This is an optimization exercise on Yosys and OpenROAD, whose aim is small area, not a production implementation. Function was checked by simulation only, so behaviour that the tests miss may differ from the original. Power figures rest on the tool's default switching activity, not on a simulated workload.

File: config.mk
export PLATFORM = sky130hd
export DESIGN_NAME = multi_color_centroid_tracker
export DESIGN_NICKNAME = multi_color_centroid_tracker
export VERILOG_FILES = /design/flow/design.v
export SDC_FILE = /design/flow/constraint.sdc
export NUM_CORES = 4
export LEC_CHECK = 0
export CAP_MARGIN = 20
export CORE_MARGIN = 2
export CORE_UTILIZATION = 40
export SLEW_MARGIN = 20
File: constraint.sdc
create_clock -name core_clock -period 8.0 [get_ports {iCLK}]
set_input_delay 1.6000 -clock core_clock [delete_from_list [all_inputs] [get_ports {iCLK}]]
set_output_delay 1.6000 -clock core_clock [all_outputs]
set_load 0.01 [all_outputs]
File: design.v
module multi_color_centroid_tracker #(
  parameter int NUM_COLORS = 2,
  parameter int DATA_W     = 12,
  parameter int COORD_W    = 16,
  parameter int CNT_W      = 24,
  parameter int SUM_W      = 40,
  parameter int MIN_PIXELS = 64,
  localparam int SEL_W     = (NUM_COLORS > 1) ? $clog2(NUM_COLORS) : 1,
  localparam int C_W       = DATA_W / 3
) (
  input  logic                          iCLK,
  input  logic                          iRST,
  input  logic                          iEN,
  input  logic                          iFVAL,
  input  logic                          iDATA_VAL,
  input  logic [DATA_W-1:0]             iDATA,
  input  logic [COORD_W-1:0]            iX_Cont,
  input  logic [COORD_W-1:0]            iY_Cont,
  input  logic                          iCFG_WE,
  input  logic [SEL_W-1:0]              iCFG_SEL,
  input  logic [DATA_W-1:0]             iCFG_MEAN,
  input  logic [C_W-1:0]                iCFG_THRESH,
  output logic [NUM_COLORS-1:0]         oOBJ_VAL,
  output logic [NUM_COLORS*COORD_W-1:0] oX_POS,
  output logic [NUM_COLORS*COORD_W-1:0] oY_POS,
  output logic                          oDONE,
  output logic                          oBUSY,
  output logic                          oOVERRUN
);
  localparam int               BIT_W    = $clog2(SUM_W);
  localparam logic [BIT_W-1:0] LAST_BIT = BIT_W'(SUM_W - 1);
  localparam logic [CNT_W-1:0] MIN_CNT  = CNT_W'(MIN_PIXELS);
  localparam logic [SEL_W-1:0] LAST_CH  = SEL_W'(NUM_COLORS - 1);
  typedef enum logic [2:0] {S_IDLE, S_DIV_X, S_DIV_Y, S_NEXT, S_DONE} state_t;
  function automatic logic [C_W-1:0] abs_diff(input logic [C_W-1:0] a, input logic [C_W-1:0] b);
    abs_diff = (a >= b) ? (a - b) : (b - a);
  endfunction
  function automatic logic color_match(input logic [DATA_W-1:0] pix,
                                       input logic [DATA_W-1:0] mean,
                                       input logic [C_W-1:0]    thr);
    logic ok;
    ok = 1'b1;
    for (int c = 0; c < 3; c++) begin
      if (abs_diff(pix[c*C_W +: C_W], mean[c*C_W +: C_W]) > thr) ok = 1'b0;
    end
    color_match = ok;
  endfunction
  logic fval_q, fval_d, fall_q, fall_d, frame_rise;
  assign frame_rise = iFVAL & ~fval_q;
  always_comb begin
    fval_d = iFVAL;
    fall_d = fval_q & ~iFVAL;
  end
  logic [NUM_COLORS-1:0][DATA_W-1:0] stg_mean_q, stg_mean_d;
  logic [NUM_COLORS-1:0][C_W-1:0] stg_thr_q, stg_thr_d;
  logic [NUM_COLORS-1:0][DATA_W-1:0] act_mean_q, act_mean_d;
  logic [NUM_COLORS-1:0][C_W-1:0] act_thr_q, act_thr_d;
  always_comb begin
    stg_mean_d = stg_mean_q;
    stg_thr_d  = stg_thr_q;
    act_mean_d = act_mean_q;
    act_thr_d  = act_thr_q;
    if (iCFG_WE && (int'(iCFG_SEL) < NUM_COLORS)) begin
      stg_mean_d[iCFG_SEL] = iCFG_MEAN;
      stg_thr_d[iCFG_SEL]  = iCFG_THRESH;
    end
    if (frame_rise) begin
      act_mean_d = stg_mean_q;
      act_thr_d  = stg_thr_q;
    end
  end
  logic [NUM_COLORS-1:0] p_match_q, p_match_d;
  logic [COORD_W-1:0]    p_x_q, p_x_d, p_y_q, p_y_d;
  always_comb begin
    p_x_d = iX_Cont;
    p_y_d = iY_Cont;
    for (int k = 0; k < NUM_COLORS; k++) begin
      p_match_d[k] = iEN & iFVAL & iDATA_VAL &
                     color_match(iDATA,
                                 frame_rise ? stg_mean_q[k] : act_mean_q[k],
                                 frame_rise ? stg_thr_q[k]  : act_thr_q[k]);
    end
  end
  logic [NUM_COLORS-1:0][SUM_W-1:0] acc_x_q, acc_x_d;
  logic [NUM_COLORS-1:0][SUM_W-1:0] acc_y_q, acc_y_d;
  logic [NUM_COLORS-1:0][CNT_W-1:0] acc_cnt_q, acc_cnt_d;
  logic [NUM_COLORS-1:0] acc_ovf_q, acc_ovf_d;
  logic [NUM_COLORS-1:0][SUM_W:0] nx_x, nx_y;
  logic [NUM_COLORS-1:0][CNT_W:0] nx_cnt;
  always_comb begin
    acc_x_d   = acc_x_q;
    acc_y_d   = acc_y_q;
    acc_cnt_d = acc_cnt_q;
    acc_ovf_d = acc_ovf_q;
    for (int k = 0; k < NUM_COLORS; k++) begin
      nx_x[k]   = {1'b0, acc_x_q[k]} + (SUM_W+1)'(p_x_q);
      nx_y[k]   = {1'b0, acc_y_q[k]} + (SUM_W+1)'(p_y_q);
      nx_cnt[k] = {1'b0, acc_cnt_q[k]} + (CNT_W+1)'(1);
      if (p_match_q[k]) begin
        if (nx_x[k][SUM_W] || nx_y[k][SUM_W] || nx_cnt[k][CNT_W]) begin
          acc_ovf_d[k] = 1'b1;
        end else begin
          acc_x_d[k]   = nx_x[k][SUM_W-1:0];
          acc_y_d[k]   = nx_y[k][SUM_W-1:0];
          acc_cnt_d[k] = nx_cnt[k][CNT_W-1:0];
        end
      end
    end
    if (frame_rise || fall_q) begin
      for (int k = 0; k < NUM_COLORS; k++) begin
        acc_x_d[k]   = '0;
        acc_y_d[k]   = '0;
        acc_cnt_d[k] = '0;
      end
      acc_ovf_d = '0;
    end
  end
  state_t                state_q, state_d;
  logic [NUM_COLORS-1:0][SUM_W-1:0] op_x_q, op_x_d;
  logic [NUM_COLORS-1:0][SUM_W-1:0] op_y_q, op_y_d;
  logic [NUM_COLORS-1:0][CNT_W-1:0] op_cnt_q, op_cnt_d;
  logic [NUM_COLORS-1:0] op_ovf_q, op_ovf_d;
  always_comb begin
    op_x_d   = op_x_q;
    op_y_d   = op_y_q;
    op_cnt_d = op_cnt_q;
    op_ovf_d = op_ovf_q;
    if (fall_q && (state_q == S_IDLE)) begin
      op_x_d   = acc_x_q;
      op_y_d   = acc_y_q;
      op_cnt_d = acc_cnt_q;
      op_ovf_d = acc_ovf_q;
    end
  end
  logic [SEL_W-1:0]             ch_q, ch_d;
  logic [BIT_W-1:0]             bit_q, bit_d;
  logic [CNT_W-1:0]             rem_q, rem_d, rem_src, rem_step;
  logic [SUM_W-1:0]             qr_q, qr_d, div_src, qr_step;
  logic [COORD_W-1:0]           qx_q, qx_d, qy_q, qy_d;
  logic [CNT_W:0]               rem_sh;
  logic                         div_ge, ch_valid;
  logic [NUM_COLORS-1:0]        obj_val_q, obj_val_d;
  logic [NUM_COLORS*COORD_W-1:0] x_pos_q, x_pos_d, y_pos_q, y_pos_d;
  assign ch_valid = (op_cnt_q[ch_q] >= MIN_CNT) && !op_ovf_q[ch_q];
  always_comb begin
    if (bit_q == '0) begin
      div_src = (state_q == S_DIV_X) ? op_x_q[ch_q] : op_y_q[ch_q];
      rem_src = '0;
    end else begin
      div_src = qr_q;
      rem_src = rem_q;
    end
    rem_sh   = {rem_src, div_src[SUM_W-1]};
    div_ge   = rem_sh >= {1'b0, op_cnt_q[ch_q]};
    rem_step = div_ge ? (rem_sh[CNT_W-1:0] - op_cnt_q[ch_q]) : rem_sh[CNT_W-1:0];
    qr_step  = {div_src[SUM_W-2:0], div_ge};
  end
  always_comb begin
    state_d = state_q;
    case (state_q)
      S_IDLE:  if (fall_q) state_d = S_DIV_X;
      S_DIV_X: begin
        if (!ch_valid)              state_d = S_NEXT;
        else if (bit_q == LAST_BIT) state_d = S_DIV_Y;
      end
      S_DIV_Y: if (bit_q == LAST_BIT) state_d = S_NEXT;
      S_NEXT:  state_d = (ch_q == LAST_CH) ? S_DONE : S_DIV_X;
      S_DONE:  state_d = S_IDLE;
      default: state_d = S_IDLE;
    endcase
  end
  always_comb begin
    oBUSY    = (state_q != S_IDLE);
    oDONE    = (state_q == S_DONE);
    oOVERRUN = fall_q && (state_q != S_IDLE);
  end
  always_comb begin
    ch_d      = ch_q;
    bit_d     = bit_q;
    rem_d     = rem_q;
    qr_d      = qr_q;
    qx_d      = qx_q;
    qy_d      = qy_q;
    obj_val_d = obj_val_q;
    x_pos_d   = x_pos_q;
    y_pos_d   = y_pos_q;
    case (state_q)
      S_IDLE: begin
        ch_d  = '0;
        bit_d = '0;
      end
      S_DIV_X, S_DIV_Y: begin
        if (ch_valid) begin
          rem_d = rem_step;
          qr_d  = qr_step;
          if (bit_q == LAST_BIT) begin
            bit_d = '0;
            if (state_q == S_DIV_X) qx_d = qr_step[COORD_W-1:0];
            else                    qy_d = qr_step[COORD_W-1:0];
          end else begin
            bit_d = bit_q + 1'b1;
          end
        end
      end
      S_NEXT: begin
        obj_val_d[ch_q]                   = ch_valid;
        x_pos_d[ch_q*COORD_W +: COORD_W]  = ch_valid ? qx_q : '0;
        y_pos_d[ch_q*COORD_W +: COORD_W]  = ch_valid ? qy_q : '0;
        if (ch_q != LAST_CH) ch_d = ch_q + 1'b1;
      end
      default: ;
    endcase
  end
  always_ff @(posedge iCLK) begin
    if (iRST) begin
      fval_q    <= 1'b0;
      fall_q    <= 1'b0;
      p_match_q <= '0;
      p_x_q     <= '0;
      p_y_q     <= '0;
      acc_ovf_q <= '0;
      op_ovf_q  <= '0;
      for (int k = 0; k < NUM_COLORS; k++) begin
        stg_mean_q[k] <= '0;
        stg_thr_q[k]  <= '0;
        act_mean_q[k] <= '0;
        act_thr_q[k]  <= '0;
        acc_x_q[k]    <= '0;
        acc_y_q[k]    <= '0;
        acc_cnt_q[k]  <= '0;
        op_x_q[k]     <= '0;
        op_y_q[k]     <= '0;
        op_cnt_q[k]   <= '0;
      end
      state_q   <= S_IDLE;
      ch_q      <= '0;
      bit_q     <= '0;
      rem_q     <= '0;
      qr_q      <= '0;
      qx_q      <= '0;
      qy_q      <= '0;
      obj_val_q <= '0;
      x_pos_q   <= '0;
      y_pos_q   <= '0;
    end else begin
      fval_q     <= fval_d;
      fall_q     <= fall_d;
      p_match_q  <= p_match_d;
      p_x_q      <= p_x_d;
      p_y_q      <= p_y_d;
      stg_mean_q <= stg_mean_d;
      stg_thr_q  <= stg_thr_d;
      act_mean_q <= act_mean_d;
      act_thr_q  <= act_thr_d;
      acc_x_q    <= acc_x_d;
      acc_y_q    <= acc_y_d;
      acc_cnt_q  <= acc_cnt_d;
      acc_ovf_q  <= acc_ovf_d;
      op_x_q     <= op_x_d;
      op_y_q     <= op_y_d;
      op_cnt_q   <= op_cnt_d;
      op_ovf_q   <= op_ovf_d;
      state_q    <= state_d;
      ch_q       <= ch_d;
      bit_q      <= bit_d;
      rem_q      <= rem_d;
      qr_q       <= qr_d;
      qx_q       <= qx_d;
      qy_q       <= qy_d;
      obj_val_q  <= obj_val_d;
      x_pos_q    <= x_pos_d;
      y_pos_q    <= y_pos_d;
    end
  end
  assign oOBJ_VAL = obj_val_q;
  assign oX_POS   = x_pos_q;
  assign oY_POS   = y_pos_q;
endmodule
File: run.sh
#!/bin/bash
# synth_recipe.tcl (not shown) runs the flow's synth.tcl, then flattens the netlist and writes it again
# the make line also repeats each setting of config.mk as NAME=value (left out here)
make -C /OpenROAD-flow-scripts/flow DESIGN_CONFIG=/design/flow/config.mk WORK_HOME=/design/flow/orfs CLKGATE_MAP_FILE= SYNTH_SCRIPT=/design/flow/synth_recipe.tcl finish
==> impl_metrics.env <==
export IMPL_synth_compound_area_share_pct=18.3
export IMPL_netlist_cell_type_count=89
export IMPL_setup_viol=0
export IMPL_grt_pass1_vias=27700
export IMPL_cts_buffer_depth=3
export IMPL_critPathBufInv=3
export IMPL_grt_max_degree=211
export IMPL_fin_area_sq_um=39500
export IMPL_fin_cells=5344
export IMPL_cts_buffers=79
export IMPL_num_antenna_cells=0
export IMPL_whs_path_depth=2
export IMPL_crit_type="in2reg"
export IMPL_seq_area_frac_synth_pct=39.9
export IMPL_initial_utilization_pct=40.2
export IMPL_worst_slew_pin_slew_ns=1.13
export IMPL_critPathLaunchType="primary input"
export IMPL_ys_warn_count=1
export IMPL_p_leak_nw=14.3
export IMPL_die_w_microns=299
export IMPL_antenna_found_initial=0
export IMPL_drive_gt1_share_pct=6.30
export IMPL_muxShareOfSynthArea_pct=6.94
export IMPL_clock_power_share_pct=49.7
export IMPL_switching_share_pct=23.4
export IMPL_drt_wl_total_microns=97400
export IMPL_rsz0062_at_grt="no"
export IMPL_syn_nets=4401
export IMPL_routedWlPerCell_microns=18.2
export IMPL_pin_count=136
export IMPL_syn2layout_area_growth_pct=13.9
export IMPL_ir_drop_mv=0.133
export IMPL_hpwlAfterDp_microns=65100
export IMPL_hold_ws_ns=0.451
export IMPL_drv_slew=0
export IMPL_reg2reg_depth=12
export IMPL_period_minus_slack_ns=5.44
export IMPL_synth_area_per_cell_sq_um=8.36
export IMPL_clockRootBuffer="clkbuf_16"
export IMPL_path_max_fanout=23
export IMPL_synth_commonest_cells="761 x nand2_1, 692 x dfxtp_1, 560 x a21oi_1, 235 x clkbuf_1, 205 x nor2_1"
export IMPL_yosysMostFrequentCell="nand2_1"
export IMPL_yosysTopAreaCell="dfxtp_1"
export IMPL_first_iter_violations=2064
export IMPL_via_count=29800
export IMPL_max_stage_delay_ns=0.59
export IMPL_pwr_share_comb_pct=5.5
export IMPL_synthCells=4153
export IMPL_max_slew_margin_pct=24.6
export IMPL_path_delay_family="simple AND/OR/NAND/NOR gates"
export IMPL_finalHoldViolCount=0
export IMPL_skew_ns=0.0269
export IMPL_synth_xor_area_share_pct=2.22
export IMPL_nNetsFinal=4370
export IMPL_synth_async_reset_ratio_pct=0
export IMPL_switching_power_mw=1.82
export IMPL_place_area_sq_um=36700
export IMPL_dp_cells=5195
export IMPL_maxCapViolCount=0
export IMPL_grt_first_pass_wirelength_microns=156000
export IMPL_viasPerCell=5.58
export IMPL_cp_cell_sequence="clkdlybuf4s50_1 > nand2b_2 > buf_4 > mux2i_1 > inv_1 > ha_1 > nand2_1 > nand2_1 > a21o_1 > a21oi_1 > mux2i_1 > xor2_1 > ha_1 > o21ai_0 > nand2b_1 > a21oi_1 > a41oi_1 > nor4_1"
export IMPL_cts_htree_levels=3
export IMPL_clk_transition_reported_paths_ns=0.06
export IMPL_clock_latency_ns=0.64
export IMPL_synth_main_ff_cell="dfxtp_1"
export IMPL_core_area_sq_um=86300
export IMPL_intPower_mw=5.97
export IMPL_critPathCaptureType="flip-flop"
export IMPL_crit_arrival_ns=5.96
export IMPL_overflow=0
export IMPL_cts_resized=0
export IMPL_seqPwrFrac_pct=44.8
export IMPL_syn_area_sq_um=34700
export IMPL_dieArea_sq_um=89100
export IMPL_synth_area_leaders="dfxtp_1 40%, nand2_1 8.2%, a21oi_1 8.1%"
export IMPL_outcome="finished clean"
export IMPL_cp_num_cells=18
export IMPL_post_route_period_util_pct=67.9
export IMPL_cts_sinks=692
export IMPL_fin_util_pct=45.8
export IMPL_die_height_microns=299
export IMPL_drc_errors=0
export IMPL_synth_top_area_share_pct=39.9
export IMPL_crit_slowest_cell="nand2b_2"
export IMPL_synth_seq_cells=692
export IMPL_synth_top_family_by_area="simple AND/OR/NAND/NOR gates"
export IMPL_fmax_ghz=0.184
export IMPL_setup_tns_ns=0
export IMPL_hold_class="reg2reg"
export IMPL_tritoncts="yes"
export IMPL_power_density_nw_per_um2=197
export IMPL_rows=108
export IMPL_synth_adder_area_share_pct=6.89
export IMPL_crit_required_ns=8.53
export IMPL_port_buffers=135
export IMPL_cts_hold_buf=0
export IMPL_grt_total_usage_pct=21.3
export IMPL_ant_nets=0
export IMPL_cts_setup_buffers=0
export IMPL_gp_congestion=0.859
export IMPL_synthSimpleGateAreaFrac_pct=21.6
export IMPL_synth_edff_count=0
export IMPL_firstDrtPassIters=5
-- layout make-up --
type | instances | area, sq um
timing repair buffer | 170 | 1660
fill | 8475 | 46800
tap | 1155 | 1450
clock inverter | 37 | 509
inverter | 74 | 278
clock buffer | 111 | 2290
sequential | 692 | 13900
multi-input combinational | 3105 | 19500
-- per-layer routing --
layer	up-vias	wire length [microns]	GRT usage (%)
li1	14700	-	-
met1	14300	46900	30.9
met2	644	43800	33.4
met3	129	4600	2.59
met4	0	2100	5.87
met5	-	0	0
-- cell usage in the layout, fill, tap and decap left out, types with 52 or more instances in the layout --
| master | instances |
|---|---|
| clkbuf_16 | 80 |
| clkdlybuf4s50_1 | 134 |
| nand4_1 | 52 |
| ha_1 | 164 |
| a211oi_1 | 90 |
| o21ai_0 | 108 |
| a21oi_1 | 560 |
| nand2b_1 | 55 |
| nand2_1 | 758 |
| o31ai_1 | 73 |
| nand3_1 | 169 |
| dfxtp_1 | 691 |
| mux2i_1 | 145 |
| inv_1 | 73 |
| or4_1 | 76 |
| nor2_1 | 202 |
| a21o_1 | 52 |
-- final timing paths --
path	start	end	slack, ns
hold reg to reg	op_y_q[32]$_SDFFE_PP0P_	op_y_q[32]$_SDFFE_PP0P_	0.45
hold / removal	op_y_q[32]$_SDFFE_PP0P_	op_y_q[32]$_SDFFE_PP0P_	0.45
setup / recovery	iFVAL	p_match_q[0]$_SDFF_PP0_	2.56
setup reg to reg	p_y_q[0]$_SDFF_PP0_	acc_y_q[65]$_SDFFE_PP0P_	3.26
-- worst min-delay path: stages (launching register included) --
cell	delay (ns)
dfxtp_1	0.30
nand2_1	0.05
a21oi_1	0.05
-- cell families (layout without fill, tap and decap cells) --
| kind of cell | count (synthesis) | count (layout) |
|---|---|---|
| compound gates | 1055 | 1055 |
| xor+xnor | 88 | 88 |
| fa+ha+maj | 181 | 181 |
| buf+inv | 356 | 392 |
| flops | 692 | 692 |
| mux | 190 | 190 |
| simple gates | 1591 | 1591 |
-- power groups by stage --
| stage | Sequential, mW | Clock, mW | Combinational (mW) |
|---|---|---|---|
| after floorplan | 3.55 | 0 | 0.301 |
| after global placement | 3.56 | 0 | 0.423 |
| after detailed placement | 3.56 | 0 | 0.429 |
| after CTS | 3.49 | 3.94 | 0.431 |
| after global routing | 3.49 | 4.09 | 0.479 |
| final | 3.49 | 3.87 | 0.428 |
-- per-stage QoR --
step	total power [mW]	setup slack [ns]
after CTS	7.86	2.55
after global placement	3.99	2.01
after floorplan	3.85	2.97
after detailed placement	3.99	1.94
after global routing	8.05	2.19
final	7.79	2.56

-- static timing again, ports no longer ideal --
Ports are ideal in the flow. The routed layout listed here was re-timed in OpenROAD.
Step 1: set_driving_cell puts a clkbuf_16 on iCLK and a buf_2 on each other input, an assumption about the parent block.
Step 2 times the ports against the registers' clock, not the clock port: input delays grow and output delays shrink by t, the midpoint of the rising clock arrivals with the driver on.
Three values: ideal, step 1, step 2; two values: the first two.
shift t [ns]: 0.684
slack for setup (ns): 2.565 / 2.605 / 1.921
hold WS [ns]: 0.451 / 0.451 / 0.451
After both steps this run still meets setup and hold. For this run, drivers alone change the setup slack by +0.040 ns; drivers and shift together by -0.644 ns.
